Source: an optimization exercise on an open RTL-to-GDS flow (aim: small area, a short achievable clock period and few clock cycles). Production flows keep margins and buffers that such runs may drop. The RTL was checked by simulation tests, not by an equivalence proof against the original design. No activity file was given, so power comes from the tool's default toggle rates.

==> flow/design.v <==
package sys_array_pkg;
  localparam int unsigned DefaultRow  = 4;
  localparam int unsigned DefaultCol  = 4;
  localparam int unsigned DefaultEs   = 8;
  localparam int unsigned DefaultKMax = 64;
endpackage
module pe_mac #(
  parameter int unsigned ES    = 8,
  parameter int unsigned ACC_W = 22
) (
  input  logic             clk,
  input  logic             i_clr,
  input  logic             i_signed,
  input  logic [ES-1:0]    i_a,
  input  logic [ES-1:0]    i_b,
  output logic [ACC_W-1:0] o_acc
);
  logic [ACC_W-1:0] r_acc;
  logic [ACC_W-1:0] w_acc_q;
  logic w_pp_0_0;
  logic w_pp_0_1;
  logic w_pp_0_2;
  logic w_pp_0_3;
  logic w_pp_0_4;
  logic w_pp_0_5;
  logic w_pp_0_6;
  logic w_pp_0_7;
  logic w_pp_1_0;
  logic w_pp_1_1;
  logic w_pp_1_2;
  logic w_pp_1_3;
  logic w_pp_1_4;
  logic w_pp_1_5;
  logic w_pp_1_6;
  logic w_pp_1_7;
  logic w_pp_2_0;
  logic w_pp_2_1;
  logic w_pp_2_2;
  logic w_pp_2_3;
  logic w_pp_2_4;
  logic w_pp_2_5;
  logic w_pp_2_6;
  logic w_pp_2_7;
  logic w_pp_3_0;
  logic w_pp_3_1;
  logic w_pp_3_2;
  logic w_pp_3_3;
  logic w_pp_3_4;
  logic w_pp_3_5;
  logic w_pp_3_6;
  logic w_pp_3_7;
  logic w_pp_4_0;
  logic w_pp_4_1;
  logic w_pp_4_2;
  logic w_pp_4_3;
  logic w_pp_4_4;
  logic w_pp_4_5;
  logic w_pp_4_6;
  logic w_pp_4_7;
  logic w_pp_5_0;
  logic w_pp_5_1;
  logic w_pp_5_2;
  logic w_pp_5_3;
  logic w_pp_5_4;
  logic w_pp_5_5;
  logic w_pp_5_6;
  logic w_pp_5_7;
  logic w_pp_6_0;
  logic w_pp_6_1;
  logic w_pp_6_2;
  logic w_pp_6_3;
  logic w_pp_6_4;
  logic w_pp_6_5;
  logic w_pp_6_6;
  logic w_pp_6_7;
  logic w_pp_7_0;
  logic w_pp_7_1;
  logic w_pp_7_2;
  logic w_pp_7_3;
  logic w_pp_7_4;
  logic w_pp_7_5;
  logic w_pp_7_6;
  logic w_pp_7_7;
  logic w_s1, w_c2;
  logic w_s3, w_c4;
  logic w_s5, w_c6;
  logic w_s7, w_c8;
  logic w_s9, w_c10;
  logic w_s11, w_c12;
  logic w_s13, w_c14;
  logic w_s15, w_c16;
  logic w_s17, w_c18;
  logic w_s19, w_c20;
  logic w_s21, w_c22;
  logic w_s23, w_c24;
  logic w_s25, w_c26;
  logic w_s27, w_c28;
  logic w_s29, w_c30;
  logic w_s31, w_c32;
  logic w_s33, w_c34;
  logic w_s35, w_c36;
  logic w_s37, w_c38;
  logic w_s39, w_c40;
  logic w_s41, w_c42;
  logic w_s43, w_c44;
  logic w_s45, w_c46;
  logic w_s47, w_c48;
  logic w_s49, w_c50;
  logic w_s51, w_c52;
  logic w_s53, w_c54;
  logic w_s55, w_c56;
  logic w_s57, w_c58;
  logic w_s59, w_c60;
  logic w_s61, w_c62;
  logic w_s63, w_c64;
  logic w_s65, w_c66;
  logic w_s67, w_c68;
  logic w_s69, w_c70;
  logic w_s71, w_c72;
  logic w_s73, w_c74;
  logic w_s75, w_c76;
  logic w_s77, w_c78;
  logic w_s79, w_c80;
  logic w_s81, w_c82;
  logic w_s83, w_c84;
  logic w_s85, w_c86;
  logic w_s87, w_c88;
  logic w_s89, w_c90;
  logic w_s91, w_c92;
  logic w_s93, w_c94;
  logic w_s95, w_c96;
  logic w_s97, w_c98;
  logic w_s99, w_c100;
  logic w_s101, w_c102;
  logic w_s103, w_c104;
  logic w_s105, w_c106;
  logic w_s107, w_c108;
  logic w_s109, w_c110;
  logic w_s111, w_c112;
  logic w_s113, w_c114;
  logic w_s115, w_c116;
  logic w_s117, w_c118;
  logic w_s119, w_c120;
  logic w_s121, w_c122;
  logic w_s123, w_c124;
  logic w_s125, w_c126;
  logic w_s127, w_c128;
  logic w_s129, w_c130;
  logic [ACC_W-1:0] w_sum;
  logic w_g131, w_p132;
  logic w_g133, w_p134;
  logic w_g135, w_p136;
  logic w_g137, w_p138;
  logic w_g139, w_p140;
  logic w_g141, w_p142;
  logic w_g143, w_p144;
  logic w_g145, w_p146;
  logic w_g147, w_p148;
  logic w_g149, w_p150;
  logic w_g151, w_p152;
  logic w_g153, w_p154;
  logic w_g155, w_p156;
  logic w_g157, w_p158;
  logic w_g159;
  logic w_gg160;
  logic w_gg161;
  logic w_pp162;
  logic w_gg163;
  logic w_pp164;
  logic w_gg165;
  logic w_pp166;
  logic w_gg167;
  logic w_pp168;
  logic w_gg169;
  logic w_pp170;
  logic w_gg171;
  logic w_pp172;
  logic w_gg173;
  logic w_gg174;
  logic w_gg175;
  logic w_pp176;
  logic w_gg177;
  logic w_pp178;
  logic w_gg179;
  logic w_pp180;
  logic w_gg181;
  logic w_pp182;
  logic w_gg183;
  logic w_gg184;
  logic w_gg185;
  logic w_gg186;
  logic w_gg187;
  logic w_pp188;
  logic w_gg189;
  logic w_pp190;
  logic w_gg191;
  logic w_gg192;
  logic w_gg193;
  logic w_gg194;
  logic w_gg195;
  logic w_gg196;
  logic w_sm197;
  logic w_sm198;
  logic w_sm199;
  logic w_sm200;
  logic w_sm201;
  logic w_sm202;
  logic w_sm203;
  logic w_sm204;
  logic w_sm205;
  logic w_sm206;
  logic w_sm207;
  logic w_sm208;
  logic w_sm209;
  logic w_sm210;
  logic [5:0] w_hi0, w_hi1;
  assign w_acc_q = i_clr ? '0 : r_acc;
  assign w_pp_0_0 = i_a[0] & i_b[0];
  assign w_pp_0_1 = i_a[0] & i_b[1];
  assign w_pp_0_2 = i_a[0] & i_b[2];
  assign w_pp_0_3 = i_a[0] & i_b[3];
  assign w_pp_0_4 = i_a[0] & i_b[4];
  assign w_pp_0_5 = i_a[0] & i_b[5];
  assign w_pp_0_6 = i_a[0] & i_b[6];
  assign w_pp_0_7 = (i_a[0] & i_b[7]) ^ i_signed;
  assign w_pp_1_0 = i_a[1] & i_b[0];
  assign w_pp_1_1 = i_a[1] & i_b[1];
  assign w_pp_1_2 = i_a[1] & i_b[2];
  assign w_pp_1_3 = i_a[1] & i_b[3];
  assign w_pp_1_4 = i_a[1] & i_b[4];
  assign w_pp_1_5 = i_a[1] & i_b[5];
  assign w_pp_1_6 = i_a[1] & i_b[6];
  assign w_pp_1_7 = (i_a[1] & i_b[7]) ^ i_signed;
  assign w_pp_2_0 = i_a[2] & i_b[0];
  assign w_pp_2_1 = i_a[2] & i_b[1];
  assign w_pp_2_2 = i_a[2] & i_b[2];
  assign w_pp_2_3 = i_a[2] & i_b[3];
  assign w_pp_2_4 = i_a[2] & i_b[4];
  assign w_pp_2_5 = i_a[2] & i_b[5];
  assign w_pp_2_6 = i_a[2] & i_b[6];
  assign w_pp_2_7 = (i_a[2] & i_b[7]) ^ i_signed;
  assign w_pp_3_0 = i_a[3] & i_b[0];
  assign w_pp_3_1 = i_a[3] & i_b[1];
  assign w_pp_3_2 = i_a[3] & i_b[2];
  assign w_pp_3_3 = i_a[3] & i_b[3];
  assign w_pp_3_4 = i_a[3] & i_b[4];
  assign w_pp_3_5 = i_a[3] & i_b[5];
  assign w_pp_3_6 = i_a[3] & i_b[6];
  assign w_pp_3_7 = (i_a[3] & i_b[7]) ^ i_signed;
  assign w_pp_4_0 = i_a[4] & i_b[0];
  assign w_pp_4_1 = i_a[4] & i_b[1];
  assign w_pp_4_2 = i_a[4] & i_b[2];
  assign w_pp_4_3 = i_a[4] & i_b[3];
  assign w_pp_4_4 = i_a[4] & i_b[4];
  assign w_pp_4_5 = i_a[4] & i_b[5];
  assign w_pp_4_6 = i_a[4] & i_b[6];
  assign w_pp_4_7 = (i_a[4] & i_b[7]) ^ i_signed;
  assign w_pp_5_0 = i_a[5] & i_b[0];
  assign w_pp_5_1 = i_a[5] & i_b[1];
  assign w_pp_5_2 = i_a[5] & i_b[2];
  assign w_pp_5_3 = i_a[5] & i_b[3];
  assign w_pp_5_4 = i_a[5] & i_b[4];
  assign w_pp_5_5 = i_a[5] & i_b[5];
  assign w_pp_5_6 = i_a[5] & i_b[6];
  assign w_pp_5_7 = (i_a[5] & i_b[7]) ^ i_signed;
  assign w_pp_6_0 = i_a[6] & i_b[0];
  assign w_pp_6_1 = i_a[6] & i_b[1];
  assign w_pp_6_2 = i_a[6] & i_b[2];
  assign w_pp_6_3 = i_a[6] & i_b[3];
  assign w_pp_6_4 = i_a[6] & i_b[4];
  assign w_pp_6_5 = i_a[6] & i_b[5];
  assign w_pp_6_6 = i_a[6] & i_b[6];
  assign w_pp_6_7 = (i_a[6] & i_b[7]) ^ i_signed;
  assign w_pp_7_0 = (i_a[7] & i_b[0]) ^ i_signed;
  assign w_pp_7_1 = (i_a[7] & i_b[1]) ^ i_signed;
  assign w_pp_7_2 = (i_a[7] & i_b[2]) ^ i_signed;
  assign w_pp_7_3 = (i_a[7] & i_b[3]) ^ i_signed;
  assign w_pp_7_4 = (i_a[7] & i_b[4]) ^ i_signed;
  assign w_pp_7_5 = (i_a[7] & i_b[5]) ^ i_signed;
  assign w_pp_7_6 = (i_a[7] & i_b[6]) ^ i_signed;
  assign w_pp_7_7 = i_a[7] & i_b[7];
  assign w_s1 = w_pp_0_5 ^ w_pp_1_4;
  assign w_c2 = w_pp_0_5 & w_pp_1_4;
  assign w_s3 = w_pp_0_6 ^ w_pp_1_5 ^ w_pp_2_4;
  assign w_c4 = (w_pp_0_6 & w_pp_1_5) | (w_pp_0_6 & w_pp_2_4) | (w_pp_1_5 & w_pp_2_4);
  assign w_s5 = w_pp_3_3 ^ w_pp_4_2;
  assign w_c6 = w_pp_3_3 & w_pp_4_2;
  assign w_s7 = w_pp_1_6 ^ w_pp_2_5 ^ w_pp_3_4;
  assign w_c8 = (w_pp_1_6 & w_pp_2_5) | (w_pp_1_6 & w_pp_3_4) | (w_pp_2_5 & w_pp_3_4);
  assign w_s9 = w_pp_4_3 ^ w_pp_5_2 ^ w_pp_6_1;
  assign w_c10 = (w_pp_4_3 & w_pp_5_2) | (w_pp_4_3 & w_pp_6_1) | (w_pp_5_2 & w_pp_6_1);
  assign w_s11 = w_pp_0_7 ^ w_pp_7_0;
  assign w_c12 = w_pp_0_7 & w_pp_7_0;
  assign w_s13 = w_pp_2_6 ^ w_pp_3_5 ^ w_pp_4_4;
  assign w_c14 = (w_pp_2_6 & w_pp_3_5) | (w_pp_2_6 & w_pp_4_4) | (w_pp_3_5 & w_pp_4_4);
  assign w_s15 = w_pp_5_3 ^ w_pp_6_2 ^ i_signed;
  assign w_c16 = (w_pp_5_3 & w_pp_6_2) | (w_pp_5_3 & i_signed) | (w_pp_6_2 & i_signed);
  assign w_s17 = w_pp_1_7 ^ w_pp_7_1 ^ w_acc_q[8];
  assign w_c18 = (w_pp_1_7 & w_pp_7_1) | (w_pp_1_7 & w_acc_q[8]) | (w_pp_7_1 & w_acc_q[8]);
  assign w_s19 = w_pp_3_6 ^ w_pp_4_5 ^ w_pp_5_4;
  assign w_c20 = (w_pp_3_6 & w_pp_4_5) | (w_pp_3_6 & w_pp_5_4) | (w_pp_4_5 & w_pp_5_4);
  assign w_s21 = w_pp_6_3 ^ w_pp_2_7 ^ w_pp_7_2;
  assign w_c22 = (w_pp_6_3 & w_pp_2_7) | (w_pp_6_3 & w_pp_7_2) | (w_pp_2_7 & w_pp_7_2);
  assign w_s23 = w_pp_4_6 ^ w_pp_5_5 ^ w_pp_6_4;
  assign w_c24 = (w_pp_4_6 & w_pp_5_5) | (w_pp_4_6 & w_pp_6_4) | (w_pp_5_5 & w_pp_6_4);
  assign w_s25 = w_pp_0_3 ^ w_pp_1_2;
  assign w_c26 = w_pp_0_3 & w_pp_1_2;
  assign w_s27 = w_pp_0_4 ^ w_pp_1_3 ^ w_pp_2_2;
  assign w_c28 = (w_pp_0_4 & w_pp_1_3) | (w_pp_0_4 & w_pp_2_2) | (w_pp_1_3 & w_pp_2_2);
  assign w_s29 = w_pp_3_1 ^ w_pp_4_0;
  assign w_c30 = w_pp_3_1 & w_pp_4_0;
  assign w_s31 = w_pp_2_3 ^ w_pp_3_2 ^ w_pp_4_1;
  assign w_c32 = (w_pp_2_3 & w_pp_3_2) | (w_pp_2_3 & w_pp_4_1) | (w_pp_3_2 & w_pp_4_1);
  assign w_s33 = w_pp_5_0 ^ w_s1 ^ w_acc_q[5];
  assign w_c34 = (w_pp_5_0 & w_s1) | (w_pp_5_0 & w_acc_q[5]) | (w_s1 & w_acc_q[5]);
  assign w_s35 = w_pp_5_1 ^ w_pp_6_0 ^ w_c2;
  assign w_c36 = (w_pp_5_1 & w_pp_6_0) | (w_pp_5_1 & w_c2) | (w_pp_6_0 & w_c2);
  assign w_s37 = w_s5 ^ w_acc_q[6] ^ w_s3;
  assign w_c38 = (w_s5 & w_acc_q[6]) | (w_s5 & w_s3) | (w_acc_q[6] & w_s3);
  assign w_s39 = w_c6 ^ w_c4 ^ w_acc_q[7];
  assign w_c40 = (w_c6 & w_c4) | (w_c6 & w_acc_q[7]) | (w_c4 & w_acc_q[7]);
  assign w_s41 = w_s7 ^ w_s9 ^ w_s11;
  assign w_c42 = (w_s7 & w_s9) | (w_s7 & w_s11) | (w_s9 & w_s11);
  assign w_s43 = w_c8 ^ w_c10 ^ w_s13;
  assign w_c44 = (w_c8 & w_c10) | (w_c8 & w_s13) | (w_c10 & w_s13);
  assign w_s45 = w_c12 ^ w_s15 ^ w_s17;
  assign w_c46 = (w_c12 & w_s15) | (w_c12 & w_s17) | (w_s15 & w_s17);
  assign w_s47 = w_c14 ^ w_acc_q[9] ^ w_s19;
  assign w_c48 = (w_c14 & w_acc_q[9]) | (w_c14 & w_s19) | (w_acc_q[9] & w_s19);
  assign w_s49 = w_c16 ^ w_c18 ^ w_s21;
  assign w_c50 = (w_c16 & w_c18) | (w_c16 & w_s21) | (w_c18 & w_s21);
  assign w_s51 = w_c20 ^ w_pp_3_7 ^ w_pp_7_3;
  assign w_c52 = (w_c20 & w_pp_3_7) | (w_c20 & w_pp_7_3) | (w_pp_3_7 & w_pp_7_3);
  assign w_s53 = w_acc_q[10] ^ w_s23 ^ w_c22;
  assign w_c54 = (w_acc_q[10] & w_s23) | (w_acc_q[10] & w_c22) | (w_s23 & w_c22);
  assign w_s55 = w_pp_5_6 ^ w_pp_6_5 ^ w_c24;
  assign w_c56 = (w_pp_5_6 & w_pp_6_5) | (w_pp_5_6 & w_c24) | (w_pp_6_5 & w_c24);
  assign w_s57 = w_pp_4_7 ^ w_pp_7_4 ^ w_acc_q[11];
  assign w_c58 = (w_pp_4_7 & w_pp_7_4) | (w_pp_4_7 & w_acc_q[11]) | (w_pp_7_4 & w_acc_q[11]);
  assign w_s59 = w_pp_6_6 ^ w_pp_5_7 ^ w_pp_7_5;
  assign w_c60 = (w_pp_6_6 & w_pp_5_7) | (w_pp_6_6 & w_pp_7_5) | (w_pp_5_7 & w_pp_7_5);
  assign w_s61 = w_pp_0_2 ^ w_pp_1_1;
  assign w_c62 = w_pp_0_2 & w_pp_1_1;
  assign w_s63 = w_pp_2_1 ^ w_pp_3_0 ^ w_s25;
  assign w_c64 = (w_pp_2_1 & w_pp_3_0) | (w_pp_2_1 & w_s25) | (w_pp_3_0 & w_s25);
  assign w_s65 = w_c26 ^ w_s29 ^ w_acc_q[4];
  assign w_c66 = (w_c26 & w_s29) | (w_c26 & w_acc_q[4]) | (w_s29 & w_acc_q[4]);
  assign w_s67 = w_c30 ^ w_c28 ^ w_s31;
  assign w_c68 = (w_c30 & w_c28) | (w_c30 & w_s31) | (w_c28 & w_s31);
  assign w_s69 = w_c32 ^ w_s35 ^ w_c34;
  assign w_c70 = (w_c32 & w_s35) | (w_c32 & w_c34) | (w_s35 & w_c34);
  assign w_s71 = w_c36 ^ w_c38 ^ w_s39;
  assign w_c72 = (w_c36 & w_c38) | (w_c36 & w_s39) | (w_c38 & w_s39);
  assign w_s73 = w_c40 ^ w_s43 ^ w_c42;
  assign w_c74 = (w_c40 & w_s43) | (w_c40 & w_c42) | (w_s43 & w_c42);
  assign w_s75 = w_c44 ^ w_s47 ^ w_c46;
  assign w_c76 = (w_c44 & w_s47) | (w_c44 & w_c46) | (w_s47 & w_c46);
  assign w_s77 = w_c48 ^ w_s51 ^ w_c50;
  assign w_c78 = (w_c48 & w_s51) | (w_c48 & w_c50) | (w_s51 & w_c50);
  assign w_s79 = w_c52 ^ w_s55 ^ w_s57;
  assign w_c80 = (w_c52 & w_s55) | (w_c52 & w_s57) | (w_s55 & w_s57);
  assign w_s81 = w_acc_q[12] ^ w_c56 ^ w_c58;
  assign w_c82 = (w_acc_q[12] & w_c56) | (w_acc_q[12] & w_c58) | (w_c56 & w_c58);
  assign w_s83 = w_pp_6_7 ^ w_pp_7_6 ^ w_acc_q[13];
  assign w_c84 = (w_pp_6_7 & w_pp_7_6) | (w_pp_6_7 & w_acc_q[13]) | (w_pp_7_6 & w_acc_q[13]);
  assign w_s85 = w_pp_0_1 ^ w_pp_1_0;
  assign w_c86 = w_pp_0_1 & w_pp_1_0;
  assign w_s87 = w_pp_2_0 ^ w_s61 ^ w_acc_q[2];
  assign w_c88 = (w_pp_2_0 & w_s61) | (w_pp_2_0 & w_acc_q[2]) | (w_s61 & w_acc_q[2]);
  assign w_s89 = w_c62 ^ w_acc_q[3] ^ w_s63;
  assign w_c90 = (w_c62 & w_acc_q[3]) | (w_c62 & w_s63) | (w_acc_q[3] & w_s63);
  assign w_s91 = w_s27 ^ w_c64 ^ w_s65;
  assign w_c92 = (w_s27 & w_c64) | (w_s27 & w_s65) | (w_c64 & w_s65);
  assign w_s93 = w_c66 ^ w_s33 ^ w_s67;
  assign w_c94 = (w_c66 & w_s33) | (w_c66 & w_s67) | (w_s33 & w_s67);
  assign w_s95 = w_c68 ^ w_s37 ^ w_s69;
  assign w_c96 = (w_c68 & w_s37) | (w_c68 & w_s69) | (w_s37 & w_s69);
  assign w_s97 = w_s41 ^ w_c70 ^ w_s71;
  assign w_c98 = (w_s41 & w_c70) | (w_s41 & w_s71) | (w_c70 & w_s71);
  assign w_s99 = w_c72 ^ w_s45 ^ w_s73;
  assign w_c100 = (w_c72 & w_s45) | (w_c72 & w_s73) | (w_s45 & w_s73);
  assign w_s101 = w_s49 ^ w_c74 ^ w_s75;
  assign w_c102 = (w_s49 & w_c74) | (w_s49 & w_s75) | (w_c74 & w_s75);
  assign w_s103 = w_s53 ^ w_c76 ^ w_s77;
  assign w_c104 = (w_s53 & w_c76) | (w_s53 & w_s77) | (w_c76 & w_s77);
  assign w_s105 = w_c54 ^ w_s79 ^ w_c78;
  assign w_c106 = (w_c54 & w_s79) | (w_c54 & w_c78) | (w_s79 & w_c78);
  assign w_s107 = w_s59 ^ w_c80 ^ w_s81;
  assign w_c108 = (w_s59 & w_c80) | (w_s59 & w_s81) | (w_c80 & w_s81);
  assign w_s109 = w_c60 ^ w_s83 ^ w_c82;
  assign w_c110 = (w_c60 & w_s83) | (w_c60 & w_c82) | (w_s83 & w_c82);
  assign w_s111 = w_pp_7_7 ^ w_acc_q[14] ^ w_c84;
  assign w_c112 = (w_pp_7_7 & w_acc_q[14]) | (w_pp_7_7 & w_c84) | (w_acc_q[14] & w_c84);
  assign w_s113 = i_signed ^ w_acc_q[15];
  assign w_c114 = i_signed & w_acc_q[15];
  assign w_s115 = i_signed ^ w_acc_q[16];
  assign w_c116 = i_signed & w_acc_q[16];
  assign w_s117 = i_signed ^ w_acc_q[17];
  assign w_c118 = i_signed & w_acc_q[17];
  assign w_s119 = i_signed ^ w_acc_q[18];
  assign w_c120 = i_signed & w_acc_q[18];
  assign w_s121 = i_signed ^ w_acc_q[19];
  assign w_c122 = i_signed & w_acc_q[19];
  assign w_s123 = i_signed ^ w_acc_q[20];
  assign w_c124 = i_signed & w_acc_q[20];
  assign w_s125 = i_signed ^ w_acc_q[21];
  assign w_c126 = i_signed & w_acc_q[21];
  assign w_s127 = w_pp_0_0 ^ w_acc_q[0];
  assign w_c128 = w_pp_0_0 & w_acc_q[0];
  assign w_s129 = w_acc_q[1] ^ w_s85 ^ w_c128;
  assign w_c130 = (w_acc_q[1] & w_s85) | (w_acc_q[1] & w_c128) | (w_s85 & w_c128);
  assign w_g131 = w_c86 & w_s87;
  assign w_p132 = w_c86 ^ w_s87;
  assign w_g133 = w_c88 & w_s89;
  assign w_p134 = w_c88 ^ w_s89;
  assign w_g135 = w_c90 & w_s91;
  assign w_p136 = w_c90 ^ w_s91;
  assign w_g137 = w_c92 & w_s93;
  assign w_p138 = w_c92 ^ w_s93;
  assign w_g139 = w_c94 & w_s95;
  assign w_p140 = w_c94 ^ w_s95;
  assign w_g141 = w_c96 & w_s97;
  assign w_p142 = w_c96 ^ w_s97;
  assign w_g143 = w_c98 & w_s99;
  assign w_p144 = w_c98 ^ w_s99;
  assign w_g145 = w_c100 & w_s101;
  assign w_p146 = w_c100 ^ w_s101;
  assign w_g147 = w_c102 & w_s103;
  assign w_p148 = w_c102 ^ w_s103;
  assign w_g149 = w_c104 & w_s105;
  assign w_p150 = w_c104 ^ w_s105;
  assign w_g151 = w_c106 & w_s107;
  assign w_p152 = w_c106 ^ w_s107;
  assign w_g153 = w_c108 & w_s109;
  assign w_p154 = w_c108 ^ w_s109;
  assign w_g155 = w_c110 & w_s111;
  assign w_p156 = w_c110 ^ w_s111;
  assign w_g157 = w_c112 & w_s113;
  assign w_p158 = w_c112 ^ w_s113;
  assign w_g159 = w_g131 | (w_p132 & w_c130);
  assign w_gg160 = w_g133 | (w_p134 & w_g159);
  assign w_gg161 = w_g137 | (w_p138 & w_g135);
  assign w_pp162 = w_p138 & w_p136;
  assign w_gg163 = w_g141 | (w_p142 & w_g139);
  assign w_pp164 = w_p142 & w_p140;
  assign w_gg165 = w_g145 | (w_p146 & w_g143);
  assign w_pp166 = w_p146 & w_p144;
  assign w_gg167 = w_g149 | (w_p150 & w_g147);
  assign w_pp168 = w_p150 & w_p148;
  assign w_gg169 = w_g153 | (w_p154 & w_g151);
  assign w_pp170 = w_p154 & w_p152;
  assign w_gg171 = w_g157 | (w_p158 & w_g155);
  assign w_pp172 = w_p158 & w_p156;
  assign w_gg173 = w_g135 | (w_p136 & w_gg160);
  assign w_gg174 = w_gg161 | (w_pp162 & w_gg160);
  assign w_gg175 = w_g143 | (w_p144 & w_gg163);
  assign w_pp176 = w_p144 & w_pp164;
  assign w_gg177 = w_gg165 | (w_pp166 & w_gg163);
  assign w_pp178 = w_pp166 & w_pp164;
  assign w_gg179 = w_g151 | (w_p152 & w_gg167);
  assign w_pp180 = w_p152 & w_pp168;
  assign w_gg181 = w_gg169 | (w_pp170 & w_gg167);
  assign w_pp182 = w_pp170 & w_pp168;
  assign w_gg183 = w_g139 | (w_p140 & w_gg174);
  assign w_gg184 = w_gg163 | (w_pp164 & w_gg174);
  assign w_gg185 = w_gg175 | (w_pp176 & w_gg174);
  assign w_gg186 = w_gg177 | (w_pp178 & w_gg174);
  assign w_gg187 = w_g155 | (w_p156 & w_gg181);
  assign w_pp188 = w_p156 & w_pp182;
  assign w_gg189 = w_gg171 | (w_pp172 & w_gg181);
  assign w_pp190 = w_pp172 & w_pp182;
  assign w_gg191 = w_g147 | (w_p148 & w_gg186);
  assign w_gg192 = w_gg167 | (w_pp168 & w_gg186);
  assign w_gg193 = w_gg179 | (w_pp180 & w_gg186);
  assign w_gg194 = w_gg181 | (w_pp182 & w_gg186);
  assign w_gg195 = w_gg187 | (w_pp188 & w_gg186);
  assign w_gg196 = w_gg189 | (w_pp190 & w_gg186);
  assign w_sm197 = w_p132 ^ w_c130;
  assign w_sm198 = w_p134 ^ w_g159;
  assign w_sm199 = w_p136 ^ w_gg160;
  assign w_sm200 = w_p138 ^ w_gg173;
  assign w_sm201 = w_p140 ^ w_gg174;
  assign w_sm202 = w_p142 ^ w_gg183;
  assign w_sm203 = w_p144 ^ w_gg184;
  assign w_sm204 = w_p146 ^ w_gg185;
  assign w_sm205 = w_p148 ^ w_gg186;
  assign w_sm206 = w_p150 ^ w_gg191;
  assign w_sm207 = w_p152 ^ w_gg192;
  assign w_sm208 = w_p154 ^ w_gg193;
  assign w_sm209 = w_p156 ^ w_gg194;
  assign w_sm210 = w_p158 ^ w_gg195;
  assign w_sum[1:0] = {w_s129, w_s127};
  assign w_sum[15:2] = {w_sm210, w_sm209, w_sm208, w_sm207, w_sm206, w_sm205, w_sm204, w_sm203, w_sm202, w_sm201, w_sm200, w_sm199, w_sm198, w_sm197};
  assign w_hi0 = {w_c124, w_c122, w_c120, w_c118, w_c116, w_c114} + {w_s125, w_s123, w_s121, w_s119, w_s117, w_s115};
  assign w_hi1 = {w_c124, w_c122, w_c120, w_c118, w_c116, w_c114} + {w_s125, w_s123, w_s121, w_s119, w_s117, w_s115} + 1'b1;
  assign w_sum[21:16] = w_gg196 ? w_hi1 : w_hi0;
  always_ff @(posedge clk) begin
    r_acc <= w_sum;
  end
  assign o_acc = r_acc;
endmodule
module systolic_array_os #(
  parameter int unsigned ROW   = sys_array_pkg::DefaultRow,
  parameter int unsigned COL   = sys_array_pkg::DefaultCol,
  parameter int unsigned ES    = sys_array_pkg::DefaultEs,
  parameter int unsigned K_MAX = sys_array_pkg::DefaultKMax,
  parameter int unsigned ACC_W = 2 * ES + $clog2(K_MAX)
) (
  input  logic                         clk,
  input  logic                         rst_n,
  input  logic                         start,
  input  logic [$clog2(K_MAX+1)-1:0]   k_len,
  input  logic                         signed_mode,
  input  logic                         in_vld,
  output logic                         in_rdy,
  input  logic [ROW*ES-1:0]            a_vec,
  input  logic [COL*ES-1:0]            b_vec,
  output logic                         out_vld,
  input  logic                         out_rdy,
  output logic [COL*ACC_W-1:0]         out_row,
  output logic [$clog2(ROW)-1:0]       out_row_idx,
  output logic                         out_last,
  output logic                         busy,
  output logic                         done
);
  localparam int unsigned KW = $clog2(K_MAX + 1);
  localparam int unsigned RW = $clog2(ROW);
  logic          r_feed;       
  logic          r_zero;       
  logic          r_first;      
  logic [KW-1:0] r_k_rem;      
  logic          r_signed;
  logic [ES-1:0] r_a_n [ROW];
  logic [ES-1:0] r_b_n [COL];
  logic [ROW-1:0] r_clr;       
  logic          r_last;       
  logic          r_out_vld;
  logic [RW-1:0] r_row;
  logic          r_row_last;   
  logic [ROW-1:0] r_row_sel;   
  logic          r_rdy_any;    
  logic          r_rdy_last;   
  logic [KW-1:0]    w_k_clamp;
  logic             w_start, w_acc_free, w_in_rdy, w_fire, w_issue, w_xfer;
  logic             w_feed_d, w_zero_d, w_first_d, w_last_d, w_out_vld_d, w_row_last_d;
  logic [RW-1:0]    w_row_d;
  logic [ACC_W-1:0] w_acc [ROW][COL];
  assign w_k_clamp = (k_len > KW'(K_MAX)) ? KW'(K_MAX) : k_len;
  assign w_start   = start & ~busy;
  assign w_xfer    = r_out_vld & out_rdy;
  assign w_acc_free = ~r_last & (~r_out_vld | (r_row_last & out_rdy));
  assign w_in_rdy   = r_rdy_any | (r_rdy_last & out_rdy);
  assign w_fire     = in_vld & w_in_rdy;
  assign w_issue    = w_fire | (r_zero & w_acc_free);
  always_comb begin
    w_feed_d  = r_feed;
    w_zero_d  = r_zero;
    w_first_d = r_first;
    if (w_start) begin
      w_feed_d  = (w_k_clamp != '0);
      w_zero_d  = (w_k_clamp == '0);
      w_first_d = 1'b1;
    end else begin
      if (w_fire) begin
        w_first_d = 1'b0;
        if (r_k_rem == KW'(1)) w_feed_d = 1'b0;
      end
      if (r_zero && w_acc_free) w_zero_d = 1'b0;
    end
    w_last_d     = w_issue & (r_zero | (r_k_rem == KW'(1)));
    w_out_vld_d  = r_out_vld;
    w_row_d      = r_row;
    w_row_last_d = r_row_last;
    if (r_last) begin
      w_out_vld_d  = 1'b1;
      w_row_d      = '0;
      w_row_last_d = 1'b0;
    end else if (w_xfer) begin
      w_out_vld_d  = ~r_row_last;
      w_row_d      = r_row + RW'(1);
      w_row_last_d = (r_row == RW'(ROW - 2));
    end
  end
  always_ff @(posedge clk) begin
    if (!rst_n) begin
      r_feed     <= 1'b0;
      r_zero     <= 1'b0;
      r_first    <= 1'b0;
      r_clr      <= '1;
      r_last     <= 1'b0;
      r_out_vld  <= 1'b0;
      r_row      <= '0;
      r_row_last <= 1'b0;
      r_row_sel  <= '0;
      r_rdy_any  <= 1'b0;
      r_rdy_last <= 1'b0;
    end else begin
      r_feed     <= w_feed_d;
      r_zero     <= w_zero_d;
      r_first    <= w_first_d;
      r_clr      <= {ROW{w_xfer}} & r_row_sel;
      r_last     <= w_last_d;
      r_out_vld  <= w_out_vld_d;
      r_row      <= w_row_d;
      r_row_last <= w_row_last_d;
      for (int r = 0; r < ROW; r++) r_row_sel[r] <= w_out_vld_d & (w_row_d == RW'(r));
      r_rdy_any  <= w_feed_d & (~w_first_d | (~w_last_d & ~w_out_vld_d));
      r_rdy_last <= w_feed_d & w_first_d & ~w_last_d & w_row_last_d;
    end
  end
  always_ff @(posedge clk) begin
    if (w_start) begin
      r_k_rem <= w_k_clamp;
    end else if (w_fire) begin
      r_k_rem <= r_k_rem - KW'(1);
    end
  end
  always_ff @(posedge clk) begin
    if (!rst_n) begin
      r_signed <= 1'b0;
    end else if (w_start) begin
      r_signed <= signed_mode;
    end
  end
  always_ff @(posedge clk) begin
    for (int r = 0; r < ROW; r++) r_a_n[r] <= ~((w_fire & rst_n) ? a_vec[r*ES +: ES] : '0);
    for (int c = 0; c < COL; c++) r_b_n[c] <= ~b_vec[c*ES +: ES];
  end
  for (genvar gr = 0; gr < ROW; gr++) begin : g_row
    for (genvar gc = 0; gc < COL; gc++) begin : g_col
      pe_mac #(
        .ES   (ES),
        .ACC_W(ACC_W)
      ) u_pe (
        .clk     (clk),
        .i_clr   (r_clr[gr]),
        .i_signed(r_signed),
        .i_a     (~r_a_n[gr]),
        .i_b     (~r_b_n[gc]),
        .o_acc   (w_acc[gr][gc])
      );
    end
  end
  always_comb begin
    out_row = '0;
    for (int r = 0; r < ROW; r++)
      for (int c = 0; c < COL; c++)
        out_row[c*ACC_W +: ACC_W] = out_row[c*ACC_W +: ACC_W] | (w_acc[r][c] & {ACC_W{r_row_sel[r]}});
  end
  assign in_rdy      = w_in_rdy;
  assign out_vld     = r_out_vld;
  assign out_row_idx = r_row;
  assign out_last    = r_row_last;
  assign busy        = r_feed | r_zero;
  assign done        = r_row_last & out_rdy;
endmodule
==> flow/flow/run.sh <==
#!/bin/bash
# Standard ORFS layout with these changes:
#  - synthesis skips Yosys's early "abc -fast", so full adders are extracted from the
#    RTL's own adder expressions (no inverters between adder cells); registers are
#    unchanged,
#  - ports are buffered with buf_2 instead of a delay buffer,
#  - repair_timing aims at a tighter setup margin, set per stage.
set -u
sed -e 's/synth -nofsm -noshare/synth -nofsm -noshare -noabc/' synth_recipe.tcl > synth_noabc.tcl
A=(SYNTH_SCRIPT=$PWD/synth_noabc.tcl "BUFFER_PORTS_ARGS=-buffer_cell sky130_fd_sc_hd__buf_2")
bash standard.sh "${A[@]}" SETUP_SLACK_MARGIN=4.5 floorplan > standard_1.log 2>&1
bash standard.sh "${A[@]}" SETUP_SLACK_MARGIN=5.45 finish > standard_2.log 2>&1
==> flow/standard.sh <==
#!/bin/bash
# synth_recipe.tcl (not shown) runs the flow's synth.tcl, then flattens the netlist and writes it again
# the make line also repeats each setting of config.mk as NAME=value (left out here)
make -C /OpenROAD-flow-scripts/flow DESIGN_CONFIG=/design/flow/config.mk WORK_HOME=/design/flow/orfs CLKGATE_MAP_FILE= SYNTH_SCRIPT=/design/flow/synth_recipe.tcl "${@:-finish}"
==> flow/config.mk <==
export PLATFORM = sky130hd
export DESIGN_NAME = systolic_array_os
export DESIGN_NICKNAME = systolic_array_os
export VERILOG_FILES = /design/flow/design.v
export SDC_FILE = /design/flow/constraint.sdc
export NUM_CORES = 4
export LEC_CHECK = 0
export CAP_MARGIN = 5
export CORE_MARGIN = 2
export CORE_UTILIZATION = 60
export CTS_CLUSTER_DIAMETER = 100
export CTS_CLUSTER_SIZE = 40
export SLEW_MARGIN = 5
==> flow/constraint.sdc <==
create_clock -name core_clock -period 10.0 [get_ports {clk}]
set_input_delay 2.0000 -clock core_clock [delete_from_list [all_inputs] [get_ports {clk}]]
set_output_delay 2.0000 -clock core_clock [all_outputs]
set_load 0.01 [all_outputs]
==> summary.md, run 1 <==
| Metric | Value |
|---|---|
| Vias per cell | `approximately 6` |
| Sequential share of the synthesized area | `17.3%` |
| DRC Markers | `0` |
| Max-slew violations | `0` |
| EDFF count, synth | `7` |
| Crit path top cell by count | `fa_1` |
| Global-route wire length before repair | `233 mm` |
| Final Util | `between 70% and 80%` |
| Port bufs | `between 150 and 200` |
| CTS Root Cell | `clkbuf_16` |
| # rows | `approximately 110` |
| GR Overflow Total | `0` |
| Clock sink total | `roughly 440` |
| Crit path cell chain | `buf_12 > clkbuf_16 > buf_4 > clkbuf_16 > xor2_1 > ha_1 > fa_1 > fa_1 > fa_1 > ha_1 > o21a_1 > o211ai_1 > and4b_2 > o21bai_4 > mux2_1` |
| Vias | `39400` |
| GRT Overall Usage | `between 30% and 40%` |
| Top post-synthesis cells by area | `fa_1 35%, dfxtp_1 17%, ha_1 12%` |
| Crit path max fanout | `10` |
| Routed WL per cell | `about 26 um` |
| H-tree levels | `1` |
| Post-synthesis cell type count | `56` |
| Die span in x | `approximately 300 um` |
| Layout Area Growth over Synthesis | `16.3%` |
| Main combinational cell family by area after synthesis | `adder cells` |
| Routed Antenna Nets | `0` |
| Crit end category | `register` |
| Placer Congestion | `~0.86` |
| Final hold vios | `0` |
| Total power | `7.32 mW` |
| Post-Synth Simple-Gate Area | `15.9%` |
| First-pass DRT Iterations | `5` |
| Area leader, netlist | `fa_1` |
| Antenna violations before repair | `3` |
| Cts hold-fix bufs | `0` |
| Crit share post-route | `roughly 45%` |
| CTS Buf Count | `31` |
| Critical path class | `reg2reg` |
| Buf/Inv on CP | `4` |
| Synth Area in Compound Gates | `under 10%` |
| RSZ-0062 raised after global routing | `yes` |
| Area share of the largest cell type after synthesis | `a little over a third` |
| Worst slew margin | `~56%` |
| Max Freq | `~220 MHz` |
| Max Cap Viol | `0` |
| Worst Clk Skew | `27.8 ps` |
| Share of layout cells above drive strength 1 | `15.4%` |
| CP startpoint kind | `register` |
| Hold Crit Class | `reg2reg` |
| Post-Route WL | `between 150 and 200 mm` |
| Die ar. | `just under 90000 um^2` |
| Seq. cell area | `~9100 um^2` |
| Vias in the first global route | `about 40000` |
| Async set-reset flop share out of synthesis | `0%` |
| CORE AREA | `between 80000 and 90000 um^2` |
| Post-synthesis cell area | `between 50000 and 60000 um^2` |
| Pin count of the biggest net entering global routing | `57` |
| Top delay family on crit path | `adder cells` |
| Delay of the slowest cell on the worst path | `510 ps` |
| DP Wirelength | `just under 100 mm` |
| Slew @ Worst Pin | `approximately 660 ps` |
| Synth Register Bits | `442` |
| Initial detailed-routing violation count | `roughly 3100` |
| Leak | `32.2 nW` |
| P per Cell Area | `about 120 nW/um^2` |
| Warnings, synthesis | `7` |
| Mux cell area share after synthesis | `less than 1%` |
| CTS tree | `done` |
| Xor/xnor share of the synthesized area | `a little under a tenth` |
| Clock Latency Late Sink | `approximately 680 ps` |
| Worst IR drop on VDD | `between 0.15 and 0.2 mV` |
| Post-Place Cells | `~6300` |
| Post-Layout Cell Count | `6541` |
| Synth Area in Adders | `between 40% and 50%` |
| Net count, final | `6860` |
| Clock buffer depth | `3` |
| CP max stage cell | `fa_1` |
| CTS clk-pin slew, worst paths | `around 100 ps` |
| Setup TNS | `0 ps` |
| Outcome | `complete, no violations` |
| Cells after synthesis | `about 5200` |
| Syn nets | `between 6000 and 7000` |
| Minimum clock period | `~4500 ps` |
| Area of the multi-input gates | `42700 um^2` |
| CP Data Arrival Time | `roughly 5000 ps` |
| Fillers | `6478` |
| I/O pin count | `172` |
| Initial Util | `between 60% and 70%` |
| Crit path required time | `about 11000 ps` |
| Final setup viols | `0` |
| Ys flop type | `dfxtp_1` |
| Die Span Y | `297 um` |
| Mean Syn Cell Area | `about 10 um^2` |
## worst min-delay path: cells and delay by family (launching register included)
kind | cells | cell delay, ps
simple gates | 1 | 70
compound gates | 1 | 70
flops | 1 | 320
## path summary, 6_finish.rpt
check,startpoint,to,slack (ps),cells past startpoint
worst max-delay path,r_signed$_SDFFE_PN0P_,g_row[3].g_col[1].u_pe.r_acc[17]$_DFF_P_,5450,15
worst min-delay path,r_feed$_SDFF_PN0_,r_feed$_SDFF_PN0_,510,2
worst max register to register,r_signed$_SDFFE_PN0P_,g_row[3].g_col[1].u_pe.r_acc[17]$_DFF_P_,5450,15
worst min register to register,r_feed$_SDFF_PN0_,r_feed$_SDFF_PN0_,510,2
## sequential cells by signal, indices dropped and copies added (netlist names), 2 cells and up
signal                  flops
r_row_sel                   4
g_row.g_col.u_pe.r_acc    352
r_k_rem                     7
r_a_n                      32
r_row                       2
r_clr                       4
r_b_n                      32
## cell usage in the layout (no fill, tap or decap), types with 28 or more instances in the layout
master / n
buf_2: 171
inv_1: 48
buf_12: 90
a21o_1: 86
ha_4: 30
fa_1: 852
xor2_1: 324
xor2_2: 42
nor2_2: 36
a21oi_2: 35
a22oi_1: 176
nand2_1: 235
clkbuf_16: 76
o21ai_0: 49
xnor2_1: 177
nand3_1: 28
a21oi_1: 112
nand4_1: 36
nor2b_1: 366
ha_1: 480
buf_4: 119
dfxtp_4: 49
nor2_1: 1050
fa_2: 44
dfxtp_1: 384
## Yosys cell counts (2+ instances only)
cell and number:
edfxtp_1 7, dfxtp_1 435, nor2_1 1087, clkbuf_1 195
xnor2_1 177, o21bai_2 5, a211oi_2 2, a2111oi_0 2
o21bai_1 10, mux2_1 15, a22oi_1 176, o21ai_0 57
buf_2 25, o21ai_2 7, a211oi_1 11, buf_1 81
xor2_1 367, inv_1 48, nand3_1 30, nand4_1 36
o21a_1 20, nand3b_1 6, ha_1 515, o21ai_1 13
a21oi_1 155, a31oi_1 2, o31ai_4 2, fa_1 896
and4b_1 5, and4_1 12, nand2b_1 16, and2_1 9
a21o_1 86, nor2b_1 366, and3_1 17, o211ai_1 18
nand2_1 237, nor3_1 12
## metrics by stage
step           hold WS [ps]  worst slack [ps]  cell area (um^2)
2_1_floorplan           469              4410             51800
3_3_place_gp            490              4170             53500
3_5_place_dp            493              4090             53500
4_1_cts                 506              5410             56500
5_1_grt                 548              5330             60100
6_report                508              5450             60100
## report_power, final
| part | switching (mW) | leakage (nW) | internal [mW] |
|---|---|---|---|
| clock network | 0.899 | 0.569 | 0.675 |
| registers | 0.270 | 3.69 | 2.21 |
| logic | 1.72 | 27.9 | 1.54 |
| total | 2.89 | 32.2 | 4.43 |
## routing by layer
| metal | track usage [%] | part of all wire [%] |
|---|---|---|
| met1 | 45.5 | 39 |
| met2 | 56.2 | 45 |
| met3 | 5.56 | 9.8 |
| met4 | 12.2 | 6.5 |
| met5 | 0 | 0.0065 |
## repair_timing
item | CTS | global route
setup buffers | 43 | 118
pin swaps | 32 | 126
cloned | 10 | 44
endpoints found under the hold margin | 0 | 0
endpoints found under the setup margin | 269 | 148
resized for setup | 213 | 341
## area by class of cell
cell class	count	share of cell area [%]
diodes	1	0.00417
clock buffers	33	1.30
clock inverters	24	0.689
inverters	48	0.300
multi-input cells	4386	71.1
flip-flops and latches	442	15.2
well taps	1144	2.38
repair buffers	463	9.03
## kinds of logic (layout without fill, tap and decap cells)
logic type,count (synthesis),after routing
AO/OA/AOI/OAI,574,574
XOR/XNOR,544,544
adder cells (fa/ha/maj),1411,1411
buffers and inverters,350,568
flip-flops,442,442
multiplexers,16,16
other,0,1
AND/OR/NAND/NOR,1841,1841
Testbench counts, summed over its fixed seeds: cycles 12,017.
==> run 2, diff against run 1 <==
--- a/flow/flow/run.sh
+++ b/flow/flow/run.sh
@@ -8,5 +8,5 @@
 set -u
 sed -e 's/synth -nofsm -noshare/synth -nofsm -noshare -noabc/' synth_recipe.tcl > synth_noabc.tcl
 A=(SYNTH_SCRIPT=$PWD/synth_noabc.tcl "BUFFER_PORTS_ARGS=-buffer_cell sky130_fd_sc_hd__buf_2")
-bash standard.sh "${A[@]}" SETUP_SLACK_MARGIN=4.5 floorplan > standard_1.log 2>&1
-bash standard.sh "${A[@]}" SETUP_SLACK_MARGIN=5.45 finish > standard_2.log 2>&1
+bash standard.sh "${A[@]}" SETUP_SLACK_MARGIN=5.0 cts > standard_1.log 2>&1
+bash standard.sh "${A[@]}" SETUP_SLACK_MARGIN=5.4 finish > standard_2.log 2>&1
==> run 2 against run 1 <==
Against the previous run: still clean; clock-buffer cell count decreased by 2; non-clock buffer count is 19 lower; critical path depth did not move; hold slack gained 9.2 ps; first-iteration DRC count down 4.2%; flip-flop and latch count unchanged; cell count shrank 0.26%; sequential power hardly changed; die area unchanged; synthesized cell count unchanged; critical endpoint is now g_row[0].g_col[0].u_pe.r_acc[19]$_DFF_P_.
==> summary.md, run 2 <==
| Metric | Value |
|---|---|
| H-tree levels | `1` |
| Layout Area Growth over Synthesis | `15.4%` |
| Crit path required time | `about 11000 ps` |
| Die ar. | `about 88000 um^2` |
| Post-Route WL | `about 170 mm` |
| Pin count of the biggest net entering global routing | `67` |
| Fin area | `between 50000 and 60000 um^2` |
| Clock Latency Late Sink | `about 710 ps` |
| Critical R2R Capture | `g_row[0].g_col[0].u_pe.r_acc[19]$_DFF_P_` |
| Placed inst area | `approximately 54000 um^2` |
| Crit path max fanout | `23` |
| Leak | `~32 nW` |
| Die Span Y | `about 300 um` |
| Share of layout cells above drive strength 1 | `between 10 and 15%` |
| Initial Util | `60.6%` |
| Async set-reset flop share out of synthesis | `0%` |
| CTS Buf Count | `31` |
| CP startpoint kind | `register` |
| P per Cell Area | `123 nW/um^2` |
| Ys flop type | `dfxtp_1` |
| Clock buffer depth | `3` |
| DRC Markers | `0` |
| I/O pin count | `between 150 and 200` |
| Worst IR drop on VDD | `about 0.19 mV` |
| Routed WL per cell | `around 26 um` |
| Mean Syn Cell Area | `~10 um^2` |
| R2R setup slack | `roughly 5400 ps` |
| EDFF count, synth | `7` |
| Total power | `7.31 mW` |
| Port bufs | `~170` |
| Worst slew margin | `50.2%` |
| CTS Root Cell | `clkbuf_16` |
| Cells after synthesis | `5178` |
| Reg2reg path depth | `15` |
| Post-synthesis cell area | `around 52000 um^2` |
| Vias | `between 30000 and 40000` |
| Syn nets | `approximately 6700` |
| Outcome | `complete, no violations` |
| Max Freq | `approximately 220 MHz` |
| Minimum clock period | `between 4000 and 5000 ps` |
| Max Cap Viol | `0` |
| Final setup viols | `0` |
| Slew @ Worst Pin | `between 700 and 800 ps` |
| Vias in the first global route | `between 40000 and 50000` |
| Net count, final | `slightly below 7000` |
| Area share of the largest cell type after synthesis | `34.7%` |
| Critical path class | `reg2reg` |
| CORE AREA | `85300 um^2` |
| Regs by FF count | `g_row.g_col.u_pe.r_acc: 352 flops, r_a_n: 32 flops, r_b_n: 32 flops` |
| CP Data Arrival Time | `around 5200 ps` |
| GRT Overall Usage | `between 30% and 40%` |
| Max-slew violations | `0` |
| Final hold vios | `0` |
| Global-route wire length before repair | `between 200 and 250 mm` |
| Setup TNS | `0 ps` |
| Sequential share of the synthesized area | `~17%` |
| Antenna violations before repair | `5` |
| Area leader, netlist | `fa_1` |
| Die span in x | `297 um` |
| Post-synthesis cell type count | `56` |
| Crit end category | `register` |
| CTS clk-pin slew, worst paths | `around 100 ps` |
| Synth Register Bits | `between 400 and 500` |
| Cts hold-fix bufs | `0` |
| Commonest non-fill, non-tap cells in the layout | `1061 x nor2_1, 849 x fa_1, 479 x ha_1` |
| Top reg by flops | `g_row.g_col.u_pe.r_acc` |
| Clock sink total | `442` |
| Vias per cell | `6.06` |
| Critical path capture point | `g_row[0].g_col[0].u_pe.r_acc[19]$_DFF_P_` |
| DP Wirelength | `about 99 mm` |
| First-pass DRT Iterations | `5` |
| Number of flip-flops in the largest register | `352` |
| Placer Congestion | `0.844` |
| GR Overflow Total | `0` |
| Most common cell in the netlist | `nor2_1` |
| Hold path cells | `2` |
| Reg-to-Reg Start | `r_signed$_SDFFE_PN0P_` |
| Initial detailed-routing violation count | `~2900` |
| Crit. Startpoint | `r_signed$_SDFFE_PN0P_` |
| Commonest non-fill, non-tap cell in the layout | `nor2_1` |
| Worst Clk Skew | `approximately 35 ps` |
| Crit share post-route | `a little under half` |
| Hold Crit Class | `reg2reg` |
| RSZ-0062 raised after global routing | `yes` |
| CTS tree | `done` |
| Routed Antenna Nets | `0` |
| Synth cell count leaders | `1087 x nor2_1, 896 x fa_1, 515 x ha_1` |
| # rows | `around 110` |
| Warnings, synthesis | `7` |
| Top post-synthesis cells by area | `fa_1 35%, dfxtp_1 17%, ha_1 12%` |
[run 2: stage by stage]
| step | worst slack (ps) | hold WS (ps) | instances | util, % |
|---|---|---|---|---|
| finish | 5400 | 517 | 6524 | 69.9 |
| floorplan | 4740 | 469 | 5178 | - |
| global route | 5290 | 547 | 6522 | 69.9 |
| global placement | 4420 | 495 | 6268 | 63.4 |
| CTS | 5000 | 512 | 6336 | 65.1 |
| detailed placement | 4350 | 497 | 6268 | 63.4 |
[run 2: worst max-delay path, stage by stage, from the launching register on]
cell and delay, ps:
dfxtp_4 390, buf_12 190, clkbuf_16 300, xor2_1 200, ha_1 280, fa_1 450
fa_1 520, fa_1 490, ha_1 390, nand3_1 120, a21oi_2 160, a211oi_2 80
nor3_4 380, nand4_1 170, buf_4 180, xnor2_1 110
[run 2: worst min-delay path by stage]
stage                             startpoint                 end  slack [ps]
after CTS                  r_feed$_SDFF_PN0_   r_feed$_SDFF_PN0_         510
after global placement     r_feed$_SDFF_PN0_   r_feed$_SDFF_PN0_         490
after detailed placement   r_feed$_SDFF_PN0_   r_feed$_SDFF_PN0_         500
final                      r_feed$_SDFF_PN0_   r_feed$_SDFF_PN0_         520
after floorplan           r_first$_SDFF_PN0_  r_first$_SDFF_PN0_         470
after global routing       r_feed$_SDFF_PN0_   r_feed$_SDFF_PN0_         550
[run 2: layout make-up]
class / count / area, um^2
fillers: 6537 / 25700
inverters: 48 / 180
well taps: 1144 / 1430
repair buffers: 444 / 4960
clock buffers: 31 / 776
multi-input cells: 4386 / 42800
flip-flops and latches: 442 / 9090
diodes: 2 / 5.00
clock inverters: 27 / 394
[run 2: what timing repair did]
action | 4_1_cts | 5_1_grt
resized for setup | 17 | 410
pin swaps | 0 | 82
endpoints found under the setup margin | 135 | 266
buffers inserted | 8 | 140
cloned | 2 | 46
[run 2: cell families (layout without fill, tap and decap cells)]
family	count (synthesis)	count (layout)	synth area share, %
AO/OA/AOI/OAI	574	574	7.42
XOR/XNOR	544	544	9.22
adder cells (fa/ha/maj)	1411	1411	47.2
buffers and inverters	350	550	2.62
flip-flops	442	442	17.3
multiplexers	16	16	0.356
other	0	2	0
AND/OR/NAND/NOR	1841	1841	15.9
[run 2: where the power goes]
part	internal [mW]	leakage [nW]	total, mW	switching, mW
Combinational	1.53	27.7	3.27	1.74
Sequential	2.21	3.68	2.48	0.275
Clock	0.663	0.562	1.55	0.889
Total	4.41	31.9	7.31	2.90
[run 2: layer usage]
metal	up-vias	GRT usage, %	wire length (um)
li1	17200	-	-
met1	20100	43.2	63300
met2	1780	55.4	78100
met3	522	4.78	16700
met4	4	9.85	10600
met5	-	0	36
==> run 3, diff against run 2 <==
--- a/flow/flow/run.sh
+++ b/flow/flow/run.sh
@@ -8,5 +8,5 @@
 set -u
 sed -e 's/synth -nofsm -noshare/synth -nofsm -noshare -noabc/' synth_recipe.tcl > synth_noabc.tcl
 A=(SYNTH_SCRIPT=$PWD/synth_noabc.tcl "BUFFER_PORTS_ARGS=-buffer_cell sky130_fd_sc_hd__buf_2")
-bash standard.sh "${A[@]}" SETUP_SLACK_MARGIN=5.0 cts > standard_1.log 2>&1
+bash standard.sh "${A[@]}" SETUP_SLACK_MARGIN=0 floorplan > standard_1.log 2>&1
 bash standard.sh "${A[@]}" SETUP_SLACK_MARGIN=5.4 finish > standard_2.log 2>&1
==> run 3 against run 2 <==
Against the previous run: wire length fell by 1.6%; sequential share of layout area barely moved; worst setup slack worse by 41 ps; utilization about the same; register-to-register slack gained 20 ps; non-clock buffer count rose by 2; synthesized cell count unchanged; hold slack gained 13 ps; clock-buffer cell count down 2; cell area hardly changed; largest power group unchanged.
==> summary.md, run 3 <==
| Metric | Value |
|---|---|
| Synth Register Bits | `~440` |
| First-pass DRT Iterations | `8` |
| CTS tree | `done` |
| Top post-synthesis cells by area | `fa_1 35%, dfxtp_1 17%, ha_1 12%` |
| Post-synthesis cell type count | `between 50 and 60` |
| Worst slew margin | `a little over two fifths` |
| Die ar. | `88500 um^2` |
| Max Freq | `approximately 220 MHz` |
| Grt peak-use layer | `met2` |
| Fin area | `between 50000 and 60000 um^2` |
| Die Span Y | `approximately 300 um` |
| Area leader, netlist | `fa_1` |
| Most common cell in the netlist | `nor2_1` |
| Initial Util | `approximately three fifths` |
| Outcome | `complete, no violations` |
| Antenna violations before repair | `3` |
| Routed WL per cell | `roughly 25 um` |
| Vias | `roughly 39000` |
| Clock Latency Late Sink | `between 600 and 700 ps` |
| Hold Crit Class | `reg2reg` |
| GR Util met1 | `47.4%` |
| Worst IR drop on VDD | `0.155 mV` |
| Cts hold-fix bufs | `0` |
| CORE AREA | `between 80000 and 90000 um^2` |
| CP max stage cell | `dfxtp_4` |
| Global-route wire length before repair | `235 mm` |
| Top delay family on crit path | `buffers and inverters` |
| Area of the multi-input gates | `42500 um^2` |
| DP Wirelength | `just under 100 mm` |
| CP startpoint kind | `register` |
| Post-Route WL | `166 mm` |
| Cells after synthesis | `slightly above 5000` |
| Delay of the slowest cell on the worst path | `between 600 and 700 ps` |
| Seq. cell area | `approximately 9000 um^2` |
| Buf/Inv on CP | `2` |
| Met2 GRT Util | `a little under three fifths` |
| Share of layout cells above drive strength 1 | `between 10% and 20%` |
| CTS Buf Count | `29` |
| Minimum clock period | `4640 ps` |
| Syn nets | `about 6700` |
| Ys flop type | `dfxtp_1` |
| # rows | `between 100 and 150` |
| Die span in x | `between 200 and 300 um` |
| CTS clk-pin slew, worst paths | `between 100 and 150 ps` |
| Placed inst area | `around 53000 um^2` |
| Clock sink total | `about 440` |
| Critical path class | `reg2out` |
| RSZ-0062 raised after global routing | `yes` |
| Max-slew violations | `0` |
| Commonest non-fill, non-tap cell in the layout | `nor2_1` |
| Regs by FF count | `g_row.g_col.u_pe.r_acc: 352 flops, r_a_n: 32 flops, r_b_n: 32 flops` |
| Mean Syn Cell Area | `9.98 um^2` |
| Top reg by flops | `g_row.g_col.u_pe.r_acc` |
| Final hold vios | `0` |
| Layout Area Growth over Synthesis | `15.3%` |
| Max Cap Viol | `0` |
| GRT Overall Usage | `~34%` |
| Placer Congestion | `0.850` |
| DRC Markers | `0` |
| Crit end category | `output pin` |
| Commonest non-fill, non-tap cells in the layout | `1063 x nor2_1, 871 x fa_1, 490 x ha_1` |
| Crit path cell chain | `buf_6 > a22oi_1 > nand2_1 > buf_2` |
| Worst Clk Skew | `approximately 33 ps` |
| Setup TNS | `0 ps` |
| Vias in the first global route | `between 40000 and 50000` |
| Vias per cell | `between 6 and 7` |
| EDFF count, synth | `7` |
| Sequential share of the synthesized area | `between 10% and 20%` |
| Net count, final | `between 6000 and 7000` |
| Crit share post-route | `a little under half` |
| Fillers | `roughly 6500` |
| Post-synthesis cell area | `between 50000 and 60000 um^2` |
| Pin count of the biggest net entering global routing | `69` |
| GR Overflow Total | `0` |
| Async set-reset flop share out of synthesis | `0%` |
| # diodes | `0` |
| Area share of the largest cell type after synthesis | `34.7%` |
| Synth cell count leaders | `1087 x nor2_1, 896 x fa_1, 515 x ha_1` |
| H-tree levels | `1` |
| Slew @ Worst Pin | `around 870 ps` |
| Warnings, synthesis | `7` |
| Met3 Use GR | `between 4 and 5%` |
| Crit path max fanout | `44` |
| Routed Antenna Nets | `0` |
| Initial detailed-routing violation count | `between 3000 and 4000` |
| Number of flip-flops in the largest register | `approximately 350` |
| Final setup viols | `0` |
| Leak | `about 32 nW` |
| Clock buffer depth | `3` |
| Crit path required time | `8000 ps` |
| CP Data Arrival Time | `between 2000 and 3000 ps` |
| Port bufs | `171` |
| I/O pin count | `approximately 170` |
| CTS Root Cell | `clkbuf_16` |
| P per Cell Area | `122 nW/um^2` |
## run 3: changes by cell type in the layout (fill, tap and decap cells not counted), sizes merged, moves of 2 or more
cell and change:
clkbuf -14, bufbuf +9, buf +5, clkinvlp -2, diode -2, inv -2
## run 3: layout make-up
cell class              count  share of cell area [%]
multi-input cells        4386                    71.3
clock buffers              29                    1.22
clock inverters            23                   0.775
flip-flops and latches    442                    15.3
repair buffers            446                    8.68
inverters                  48                   0.302
well taps                1144                    2.40
## run 3: final timing paths
kind | start | endpoint | slack (ps) | cells past startpoint
worst max-delay path | r_row_sel[3]$_SDFF_PN0_ | out_row[15] | 5360 | 4
worst min-delay path | r_row_last$_SDFF_PN0_ | r_row_last$_SDFF_PN0_ | 530 | 2
worst max register to register | r_a_n[3][0]$_DFF_P_ | g_row[3].g_col[2].u_pe.r_acc[11]$_DFF_P_ | 5420 | 14
worst min register to register | r_row_last$_SDFF_PN0_ | r_row_last$_SDFF_PN0_ | 530 | 2
## run 3: what timing repair did
| item | CTS | global route |
|---|---|---|
| cloned | 14 | 36 |
| resized for setup | 185 | 302 |
| endpoints found under the setup margin | 248 | 147 |
| pin swaps | 21 | 102 |
| buffers inserted | 44 | 106 |
## run 3: through the flow
step / total power, mW / instances / utilization, % / hold WS (ps) / worst slack, ps
after CTS: 6.98 / 6376 / 66.1 / 524 / 5400
final: 7.24 / 6518 / 69.8 / 530 / 5360
after global placement: 5.26 / 6266 / 62.7 / 500 / 4290
after global routing: 7.73 / 6518 / 69.8 / 561 / 5310
after detailed placement: 5.32 / 6266 / 62.7 / 510 / 4170
after floorplan: 4.66 / 5178 / - / 469 / 1980
## run 3: routing by layer
metal | routed length (um) | up-vias
met1 | 65700 | 20100
met2 | 74900 | 1739
met5 | 32 | -
li1 | - | 17200
met4 | 9980 | 6
met3 | 15300 | 387
## run 3: power by group
group	total (mW)	switching [mW]	internal [mW]
Combinational	3.22	1.72	1.50
Sequential	2.47	0.266	2.21
Clock	1.55	0.916	0.629
## run 3: worst reg2reg max path, stage by stage (launching register included)
cell,delay (ps)
dfxtp_4,380
buf_6,240
nor2_1,100
ha_1,310
fa_1,450
fa_1,510
fa_1,540
ha_1,330
a21o_1,170
a21oi_1,140
o21ai_1,220
a21o_1,260
a21o_1,200
fa_1,440
xor2_1,170
## run 3: cells by family after synthesis
logic type	synth area share, %
DFF	17.3
buffers and inverters	2.62
adders and majority gates	47.2
and+or+nand+nor	15.9
AOI/OAI and AO/OA	7.42
muxes	0.356
xor gates and xnor gates	9.22

-- what the ideal ports hide --
How much do the figures lean on ideal ports? The routed layouts below were timed once more, with nothing changed but the port constraints.
Step 1 assumes that a clkbuf_16 drives the clock port and a buf_2 every other input.
Step 2 moves the port delays by t, midway between the first and last clock arrival at a register: inputs arrive t later, outputs are due t later. That takes back most of the time a late clock gives input paths.
a / b / c = ideal ports / drivers / drivers and shift; a / b = the first two.
run	t (ns)	setup WS [ns]	worst setup path after step 2
run 1	0.740	5.455 / 5.455 / 5.455	register to register
run 2	0.759	5.397 / 5.330 / 5.397	register to register
run 3	0.740	5.357 / 5.279 / 5.417	register to register
After both steps every run listed still meets setup and hold.
